Source: an optimization exercise on an open RTL-to-GDS flow (aim: small area, a short achievable clock period and few clock cycles). Production flows keep margins and buffers that such runs may drop. Function was checked by simulation only, so behaviour that the tests miss may differ from the original.

==> design.v <==
package yuv_rgb_pkg;
   localparam int ADDR_W = 18;  
   localparam int DATA_W = 16;  
   localparam int PIX_W  = 8;
   localparam int ACC_W  = 32;
   localparam logic signed [ACC_W-1:0] Y_OFFSET = 32'sd16;
   localparam logic signed [ACC_W-1:0] C_OFFSET = 32'sd128;
   localparam logic signed [ACC_W-1:0] COEF_Y  = 32'sd76284;
   localparam logic signed [ACC_W-1:0] COEF_RV = 32'sd104595;
   localparam logic signed [ACC_W-1:0] COEF_GU = 32'sd25624;
   localparam logic signed [ACC_W-1:0] COEF_GV = 32'sd53281;
   localparam logic signed [ACC_W-1:0] COEF_BU = 32'sd132251;
   typedef enum logic [3:0] {
      IDLE,
      RD_Y,
      RD_U,
      RD_V,
      MAC_Y,
      MAC_BU,
      MAC_GU,
      MAC_RV,
      MAC_GV,
      CLIP,
      WR_0,
      WR_1,
      WR_2
   } csc_state_t;
   typedef enum logic [2:0] {
      MAC_NONE,
      MAC_LOAD_Y,
      MAC_ADD_BU,
      MAC_SUB_GU,
      MAC_ADD_RV,
      MAC_SUB_GV
   } mac_op_t;
   typedef enum logic [1:0] {SEL_Y, SEL_U, SEL_V, SEL_RGB} addr_sel_t;
endpackage
`timescale 1ns/10ps
import yuv_rgb_pkg::*;
module csc_sequencer (
   input  logic                   CLOCK,
   input  logic                   Resetn,
   input  logic                   start,
   input  logic                   last_pair,
   output logic                   done,
   output yuv_rgb_pkg::addr_sel_t addr_sel,
   output yuv_rgb_pkg::mac_op_t   mac_op,
   output logic                   cap_y,
   output logic                   cap_u,
   output logic                   cap_v,
   output logic                   clip_load,
   output logic [1:0]             wr_slot,
   output logic                   write_active,
   output logic                   pair_step,
   output logic                   frame_clear
);
   yuv_rgb_pkg::csc_state_t state;
   yuv_rgb_pkg::csc_state_t next_state;
   always_ff @(posedge CLOCK or negedge Resetn) begin
      if (!Resetn) begin
         state <= IDLE;
         done <= 1'b0;
      end else begin
         state <= next_state;
         done <= (state == WR_2) && last_pair;  
      end
   end
   always_comb begin
      next_state = state;
      case (state)
         IDLE:    if (start && !done) next_state = RD_Y;  
         RD_Y:    next_state = RD_U;
         RD_U:    next_state = RD_V;
         RD_V:    next_state = MAC_Y;
         MAC_Y:   next_state = MAC_BU;
         MAC_BU:  next_state = MAC_GU;
         MAC_GU:  next_state = MAC_RV;
         MAC_RV:  next_state = MAC_GV;
         MAC_GV:  next_state = CLIP;
         CLIP:    next_state = WR_0;
         WR_0:    next_state = WR_1;
         WR_1:    next_state = WR_2;
         WR_2:    next_state = last_pair ? IDLE : RD_Y;
         default: next_state = IDLE;
      endcase
   end
   always_comb begin
      case (state)
         RD_U:             addr_sel = SEL_U;
         RD_V:             addr_sel = SEL_V;
         WR_0, WR_1, WR_2: addr_sel = SEL_RGB;
         default:          addr_sel = SEL_Y;
      endcase
   end
   always_comb begin
      case (state)
         MAC_Y:   mac_op = MAC_LOAD_Y;
         MAC_BU:  mac_op = MAC_ADD_BU;
         MAC_GU:  mac_op = MAC_SUB_GU;
         MAC_RV:  mac_op = MAC_ADD_RV;
         MAC_GV:  mac_op = MAC_SUB_GV;
         default: mac_op = MAC_NONE;
      endcase
   end
   assign cap_y = (state == RD_V);
   assign cap_u = (state == MAC_Y);
   assign cap_v = (state == MAC_BU);
   assign clip_load = (state == CLIP);
   assign wr_slot = (state == WR_1) ? 2'd1 : (state == WR_2) ? 2'd2 : 2'd0;
   assign write_active = (state == WR_0) || (state == WR_1) || (state == WR_2);
   assign pair_step = (state == WR_2);
   assign frame_clear = (state == IDLE) && start && !done;
endmodule
`timescale 1ns/10ps
import yuv_rgb_pkg::*;
module pair_address_counter #(
   parameter int PIXEL_PAIRS = 38400,
   parameter int U_BASE      = 38400,
   parameter int V_BASE      = 57600,
   parameter int RGB_BASE    = 146944
) (
   input  logic                           CLOCK,
   input  logic                           Resetn,
   input  logic                           frame_clear,
   input  logic                           pair_step,
   input  yuv_rgb_pkg::addr_sel_t         addr_sel,
   input  logic [1:0]                     wr_slot,
   output logic [yuv_rgb_pkg::ADDR_W-1:0] sram_address,
   output logic                           pair_odd,
   output logic                           last_pair
);
   logic [ADDR_W-1:0] pair_idx;  
   logic [ADDR_W-1:0] rgb_ptr;   
   logic [ADDR_W-1:0] chroma_idx;
   always_ff @(posedge CLOCK or negedge Resetn) begin
      if (!Resetn) begin
         pair_idx <= '0;
         rgb_ptr <= ADDR_W'(RGB_BASE);
      end else if (frame_clear) begin
         pair_idx <= '0;
         rgb_ptr <= ADDR_W'(RGB_BASE);
      end else if (pair_step) begin
         pair_idx <= last_pair ? '0 : pair_idx + 1'b1;
         rgb_ptr <= rgb_ptr + ADDR_W'(3);  
      end
   end
   assign last_pair = (pair_idx == ADDR_W'(PIXEL_PAIRS - 1));
   assign pair_odd = pair_idx[0];
   assign chroma_idx = {1'b0, pair_idx[ADDR_W-1:1]};  
   always_comb begin
      case (addr_sel)
         SEL_U:   sram_address = ADDR_W'(U_BASE) + chroma_idx;
         SEL_V:   sram_address = ADDR_W'(V_BASE) + chroma_idx;
         SEL_RGB: sram_address = rgb_ptr + ADDR_W'(wr_slot);
         default: sram_address = pair_idx;
      endcase
   end
endmodule
`timescale 1ns/10ps
import yuv_rgb_pkg::*;
module csc_mac_unit (
   input  logic                                  CLOCK,
   input  logic                                  Resetn,
   input  logic [yuv_rgb_pkg::DATA_W-1:0]        sram_read_data,
   input  logic                                  cap_y,
   input  logic                                  cap_u,
   input  logic                                  cap_v,
   input  logic                                  pair_odd,
   input  yuv_rgb_pkg::mac_op_t                  mac_op,
   output logic signed [yuv_rgb_pkg::ACC_W-1:0]  acc_r_even,
   output logic signed [yuv_rgb_pkg::ACC_W-1:0]  acc_r_odd,
   output logic signed [yuv_rgb_pkg::ACC_W-1:0]  acc_g_even,
   output logic signed [yuv_rgb_pkg::ACC_W-1:0]  acc_g_odd,
   output logic signed [yuv_rgb_pkg::ACC_W-1:0]  acc_b_even,
   output logic signed [yuv_rgb_pkg::ACC_W-1:0]  acc_b_odd
);
   logic [DATA_W-1:0] y_word;  
   logic [PIX_W-1:0] u_byte, v_byte;
   logic signed [ACC_W-1:0] coef;
   logic signed [ACC_W-1:0] op_even, op_odd;
   logic signed [ACC_W-1:0] prod_even, prod_odd;
   logic signed [ACC_W-1:0] u_term, v_term;
   always_ff @(posedge CLOCK) begin
      if (cap_y) y_word <= sram_read_data;
      if (cap_u) u_byte <= pair_odd ? sram_read_data[7:0] : sram_read_data[15:8];
      if (cap_v) v_byte <= pair_odd ? sram_read_data[7:0] : sram_read_data[15:8];
   end
   assign u_term = $signed({{(ACC_W-PIX_W){1'b0}}, u_byte}) - C_OFFSET;
   assign v_term = $signed({{(ACC_W-PIX_W){1'b0}}, v_byte}) - C_OFFSET;
   always_comb begin
      coef = '0;
      op_even = '0;
      op_odd = '0;
      case (mac_op)
         MAC_LOAD_Y: begin
            coef = COEF_Y;
            op_even = $signed({{(ACC_W-PIX_W){1'b0}}, y_word[15:8]}) - Y_OFFSET;
            op_odd = $signed({{(ACC_W-PIX_W){1'b0}}, y_word[7:0]}) - Y_OFFSET;
         end
         MAC_ADD_BU, MAC_SUB_GU: begin
            coef = (mac_op == MAC_ADD_BU) ? COEF_BU : COEF_GU;
            op_even = u_term;
            op_odd = u_term;
         end
         MAC_ADD_RV, MAC_SUB_GV: begin
            coef = (mac_op == MAC_ADD_RV) ? COEF_RV : COEF_GV;
            op_even = v_term;
            op_odd = v_term;
         end
         default: ;
      endcase
   end
   assign prod_even = coef * op_even;
   assign prod_odd = coef * op_odd;
   always_ff @(posedge CLOCK) begin
      case (mac_op)
         MAC_LOAD_Y: begin  
            acc_r_even <= prod_even;
            acc_g_even <= prod_even;
            acc_b_even <= prod_even;
            acc_r_odd <= prod_odd;
            acc_g_odd <= prod_odd;
            acc_b_odd <= prod_odd;
         end
         MAC_ADD_BU: begin
            acc_b_even <= acc_b_even + prod_even;
            acc_b_odd <= acc_b_odd + prod_odd;
         end
         MAC_SUB_GU, MAC_SUB_GV: begin
            acc_g_even <= acc_g_even - prod_even;
            acc_g_odd <= acc_g_odd - prod_odd;
         end
         MAC_ADD_RV: begin
            acc_r_even <= acc_r_even + prod_even;
            acc_r_odd <= acc_r_odd + prod_odd;
         end
         default: ;
      endcase
   end
endmodule
`timescale 1ns/10ps
import yuv_rgb_pkg::*;
module rgb_clip_pack (
   input  logic                                 CLOCK,
   input  logic                                 Resetn,
   input  logic                                 clip_load,
   input  logic [1:0]                           wr_slot,
   input  logic signed [yuv_rgb_pkg::ACC_W-1:0] acc_r_even,
   input  logic signed [yuv_rgb_pkg::ACC_W-1:0] acc_r_odd,
   input  logic signed [yuv_rgb_pkg::ACC_W-1:0] acc_g_even,
   input  logic signed [yuv_rgb_pkg::ACC_W-1:0] acc_g_odd,
   input  logic signed [yuv_rgb_pkg::ACC_W-1:0] acc_b_even,
   input  logic signed [yuv_rgb_pkg::ACC_W-1:0] acc_b_odd,
   output logic [yuv_rgb_pkg::DATA_W-1:0]       sram_write_data
);
   logic [PIX_W-1:0] r_even, r_odd, g_even, g_odd, b_even, b_odd;
   function automatic logic [PIX_W-1:0] clip8(input logic signed [ACC_W-1:0] acc);
      if (acc[ACC_W-1]) clip8 = '0;
      else if (|acc[ACC_W-2:24]) clip8 = '1;
      else clip8 = acc[23:16];
   endfunction
   always_ff @(posedge CLOCK or negedge Resetn) begin
      if (!Resetn) begin
         {r_even, r_odd, g_even, g_odd, b_even, b_odd} <= '0;
      end else if (clip_load) begin
         r_even <= clip8(acc_r_even);
         r_odd <= clip8(acc_r_odd);
         g_even <= clip8(acc_g_even);
         g_odd <= clip8(acc_g_odd);
         b_even <= clip8(acc_b_even);
         b_odd <= clip8(acc_b_odd);
      end
   end
   always_comb begin
      case (wr_slot)
         2'd0:    sram_write_data = {r_even, g_even};
         2'd1:    sram_write_data = {b_even, r_odd};
         default: sram_write_data = {g_odd, b_odd};  
      endcase
   end
endmodule
`timescale 1ns/10ps
import yuv_rgb_pkg::*;
module yuv_rgb_top #(
   parameter int PIXEL_PAIRS = 38400,  
   parameter int U_BASE      = 38400,
   parameter int V_BASE      = 57600,
   parameter int RGB_BASE    = 146944
) (
   input  logic                             CLOCK,
   input  logic                             Resetn,
   input  logic                             start,
   output logic                             done,
   output logic [yuv_rgb_pkg::ADDR_W-1:0]   sram_address,
   output logic [yuv_rgb_pkg::DATA_W-1:0]   sram_write_data,
   input  logic [yuv_rgb_pkg::DATA_W-1:0]   sram_read_data,
   output logic                             sram_we_n
);
   yuv_rgb_pkg::addr_sel_t addr_sel;
   yuv_rgb_pkg::mac_op_t mac_op;
   logic cap_y, cap_u, cap_v;
   logic clip_load;
   logic [1:0] wr_slot;
   logic write_active;
   logic pair_step, frame_clear;
   logic last_pair, pair_odd;
   logic signed [ACC_W-1:0] acc_r_even, acc_r_odd;
   logic signed [ACC_W-1:0] acc_g_even, acc_g_odd;
   logic signed [ACC_W-1:0] acc_b_even, acc_b_odd;
   assign sram_we_n = ~write_active;  
   csc_sequencer u_seq (
      .CLOCK(CLOCK), .Resetn(Resetn), .start(start), .last_pair(last_pair),
      .done(done), .addr_sel(addr_sel), .mac_op(mac_op),
      .cap_y(cap_y), .cap_u(cap_u), .cap_v(cap_v),
      .clip_load(clip_load), .wr_slot(wr_slot), .write_active(write_active),
      .pair_step(pair_step), .frame_clear(frame_clear)
   );
   pair_address_counter #(
      .PIXEL_PAIRS(PIXEL_PAIRS), .U_BASE(U_BASE), .V_BASE(V_BASE), .RGB_BASE(RGB_BASE)
   ) u_cnt (
      .CLOCK(CLOCK), .Resetn(Resetn), .frame_clear(frame_clear), .pair_step(pair_step),
      .addr_sel(addr_sel), .wr_slot(wr_slot),
      .sram_address(sram_address), .pair_odd(pair_odd), .last_pair(last_pair)
   );
   csc_mac_unit u_mac (
      .CLOCK(CLOCK), .Resetn(Resetn), .sram_read_data(sram_read_data),
      .cap_y(cap_y), .cap_u(cap_u), .cap_v(cap_v), .pair_odd(pair_odd), .mac_op(mac_op),
      .acc_r_even(acc_r_even), .acc_r_odd(acc_r_odd),
      .acc_g_even(acc_g_even), .acc_g_odd(acc_g_odd),
      .acc_b_even(acc_b_even), .acc_b_odd(acc_b_odd)
   );
   rgb_clip_pack u_pack (
      .CLOCK(CLOCK), .Resetn(Resetn), .clip_load(clip_load), .wr_slot(wr_slot),
      .acc_r_even(acc_r_even), .acc_r_odd(acc_r_odd),
      .acc_g_even(acc_g_even), .acc_g_odd(acc_g_odd),
      .acc_b_even(acc_b_even), .acc_b_odd(acc_b_odd),
      .sram_write_data(sram_write_data)
   );
endmodule
==> run.sh <==
#!/bin/bash
# synth_recipe.tcl (not shown) runs the flow's synth.tcl, then flattens the netlist and writes it again
# the make line also repeats each setting of config.mk as NAME=value (left out here)
make -C /OpenROAD-flow-scripts/flow DESIGN_CONFIG=/design/flow/config.mk WORK_HOME=/design/flow/orfs CLKGATE_MAP_FILE= SYNTH_SCRIPT=/design/flow/synth_recipe.tcl finish
==> config.mk <==
export PLATFORM = sky130hd
export DESIGN_NAME = yuv_rgb_top
export DESIGN_NICKNAME = yuv_rgb_top
export VERILOG_FILES = /design/flow/design.v
export SDC_FILE = /design/flow/constraint.sdc
export NUM_CORES = 4
export LEC_CHECK = 0
export CAP_MARGIN = 20
export CORE_MARGIN = 2
export CORE_UTILIZATION = 40
export SLEW_MARGIN = 20
==> constraint.sdc <==
create_clock -name core_clock -period 13.0 [get_ports {CLOCK}]
set_input_delay 2.6000 -clock core_clock [delete_from_list [all_inputs] [get_ports {CLOCK}]]
set_output_delay 2.6000 -clock core_clock [all_outputs]
set_load 0.01 [all_outputs]
==> notes.md <==
[cell usage after synthesis (41+ instances only)]
cell	n	area share, %
a21o_1	81	1.4
a21oi_1	210	2.5
and3_1	41	0.60
clkbuf_1	103	0.91
dfrtp_1	83	4.9
edfxtp_1	224	16
fa_1	477	22
ha_1	514	15
inv_1	823	7.2
nand2_1	420	3.7
nand2b_1	44	0.65
nand3_1	64	0.75
nor2_1	393	3.5
nor3_1	55	0.65
o21a_1	49	0.86
o21ai_0	258	3.0
o31ai_1	65	1.1
xnor2_1	214	4.4
xor2_1	102	2.1
[routing by layer]
metal / wire length (um) / vias to the layer above / track usage, % / share of wire (%)
met5: 13 / - / 0 / 0.011
met4: 2180 / 2 / 4.37 / 1.8
met3: 6510 / 136 / 2.53 / 5.5
met2: 52400 / 844 / 34.8 / 44
met1: 57100 / 15900 / 32.7 / 48
li1: - / 15500 / - / -
[layout by cell type, fill, tap and decap left out, types with 83 or more instances in the layout]
cell type,n
xnor2_1,213
xor2_1,101
nor2_1,387
nand2_1,417
fa_1,477
a21oi_1,210
ha_1,514
edfxtp_1,224
dfrtp_1,83
inv_1,822
o21ai_0,258
[worst max-delay path, delay by kind of cell, from the launching register on]
| kind | cells | cell delay, ns |
|---|---|---|
| buffers and inverters | 5 | 0.38 |
| AO/OA/AOI/OAI | 15 | 3.12 |
| AND/OR/NAND/NOR | 9 | 2.60 |
| adder cells (fa/ha/maj) | 11 | 4.48 |
| XOR/XNOR | 2 | 0.49 |
| multiplexers | 1 | 0.23 |
| flip-flops | 1 | 0.73 |
[state kept, by name, summed over array words and instances (netlist names), 16 cells and up]
name	cells
u_mac.acc_b_odd	32
u_cnt.rgb_ptr	18
u_mac.acc_r_even	32
u_mac.acc_r_odd	32
u_mac.acc_g_even	32
u_mac.acc_g_odd	32
u_cnt.pair_idx	18
u_mac.y_word	16
u_mac.acc_b_even	32
[final timing paths]
kind                                                 end                    startpoint  slack, ns  cells after the start
max                        u_mac.acc_g_odd[31]$_DFFE_PP_    u_seq.state[1]$_DFFE_PN0P_       0.67                     43
min                         u_pack.b_even[3]$_DFFE_PN0P_  u_pack.b_even[3]$_DFFE_PN0P_       0.47                      2
max reg2reg                u_mac.acc_g_odd[31]$_DFFE_PP_    u_seq.state[1]$_DFFE_PN0P_       0.67                     43
min reg2reg                 u_pack.b_even[3]$_DFFE_PN0P_  u_pack.b_even[3]$_DFFE_PN0P_       0.47                      2
max in group asynchronous   u_pack.r_even[6]$_DFFE_PN0P_                        Resetn       9.86                      2
min in group asynchronous   u_cnt.rgb_ptr[7]$_DFFE_PN0P_                        Resetn       2.02                      1
[layout make-up]
cell class                 instances  area, um^2
multi-input combinational       3420       30200
clock inverter                    17         250
tap                             1391        1740
inverter                         827        3110
clock buffer                      57        1140
sequential                       313        8960
timing repair buffer              98         868
fill                           10300       59300
[cells by family after synthesis]
kind of cell    Yosys count  synth area share [%]
mux                      33                 0.798
fa+ha+maj              1001                  37.7
flops                   313                  21.0
xor+xnor                317                  6.53
simple gates           1173                  12.2
buf+inv                 948                  8.46
compound gates          888                  13.3
other cells               2                0.0176
[repair_timing]
item | CTS | global route
endpoints found under the hold margin | 0 | 0
endpoints found under the setup margin | 0 | 4
gates resized for setup | 0 | 3
[stage by stage]
step           cell area [um^2]  instances
2_1_floorplan             42700       4681
3_3_place_gp              44800       6049
3_5_place_dp              44800       6049
4_1_cts                   46200       6123
5_1_grt                   46200       6123
6_report                  46200       6123
==> results_dict.tcl <==
set metrics [dict create \
    fmax_mhz 81.1 \
    first_global_vias 32600 \
    cp_common_cell "fa_1" \
    ys_types 101 \
    hpwl_um 97000 \
    hold_class "register to register" \
    postSynthAreaPerCell_um2 9.13 \
    port-buffer-count 54 \
    first_pass_iters 6 \
    n_antenna_cell 0 \
    final_layout_size_suffix_gt1_share_pct 4.21 \
    crit_required_ns 13.29 \
    crit_slowest_cell "nor2_1" \
    die_y_um 331 \
    synth_edf_count 224 \
    finalSetupViolCount 0 \
    worstSetupEndpointType "register" \
    antenna_found_initial 1 \
    wl_per_cell_um 19.3 \
    rsz0062_at_grt "false" \
    grt_pass1_wl_um 188000 \
    drc 0 \
    finish.net_count 5710 \
    cts_tree "built" \
    setup_ws_ns 0.668 \
    cts.sinks 313 \
    clk_latency_ns 0.59 \
    cap_violations 0 \
    grt_overflow_total 0 \
    cts-buffers-inserted 40 \
    ctsLongestPathBuffers 3 \
    finalClockSkew_ns 0.0247 \
    postSynthCellCount 4675 \
    wirelength_um 118000 \
    worstSetupPathType "register to register" \
    die_area_um2 109000 \
    vias 32400 \
    fin_util_pct 43.8 \
    io_pins 55 \
    areaGrowthSynthToFinish_pct 8.41 \
    ys_ff_latch 313 \
    place.gp.congestion 0.936 \
    cts_hold_buf 0 \
    syn_area_um2 42700 \
    fin_setup_tns_ns 0 \
    clockRootBuffer "clkbuf_16" \
    final.min_clock_period_ns 12.33 \
    worst_hold_slack_ns 0.475 \
    viasPerCell 5.29 \
    maxSlewViolCount 0 \
    initial_core_util_pct 40.4 \
    synth_warnings 4 \
    core_um2 106000 \
    maxSlewHeadroom_pct 26.8 \
    grt_max_degree 97 \
    place_ws_ns 0.705 \
    finalHoldViolations 0 \
    synth-seq-area-share_pct 21.0 \
    period_share_pct 94.9 \
    tightestPinTransition_ns 1.10 \
    synthFlopType "edfxtp_1" \
    outcome "timing/DRC/antenna clean" \
    crit_path_max_incr_delay_ns 0.80 \
    drtIter0Drc 2429 \
    h-tree-depth 2 \
    crit_fanout 19 \
    path_clk_slew_ns 0.06 \
    crit_arrival_ns 12.62 \
    postRouteAntennaNets 0 \
    postCtsSetupBuffers 0 \
    start_kind "register" \
    rows 119 \
    die_w_um 331 \
    grt_usage_pct 22.1 \
    async_flop_share_pct 28.4 \
]
Testbench counts, summed over its fixed seeds: cycles 1,382,406.

==> afterwards: timing with drivers on the ports <==
Ports are ideal in the flow. The routed layout listed here was re-timed in OpenROAD. Step 1 sets driving cells, clkbuf_16 on the clock port and buf_2 on the other inputs (assumed; they add their load-dependent delay and slew). Step 2, shift: input delay + t, output delay - t, t = (earliest + latest rising clock arrival at the registers) / 2. This alone moves slack from input paths to output paths. Three values: ideal ports, drivers, drivers and shift; two values: the first two.
t, ns: 0.637
slack for setup (ns): 0.668 / 0.668 / 0.668
worst setup path after step 2: register to register
After both steps setup and hold are still met in this run. The setup slack of this run moves by 0.000 ns with the drivers and by 0.000 ns with both steps.
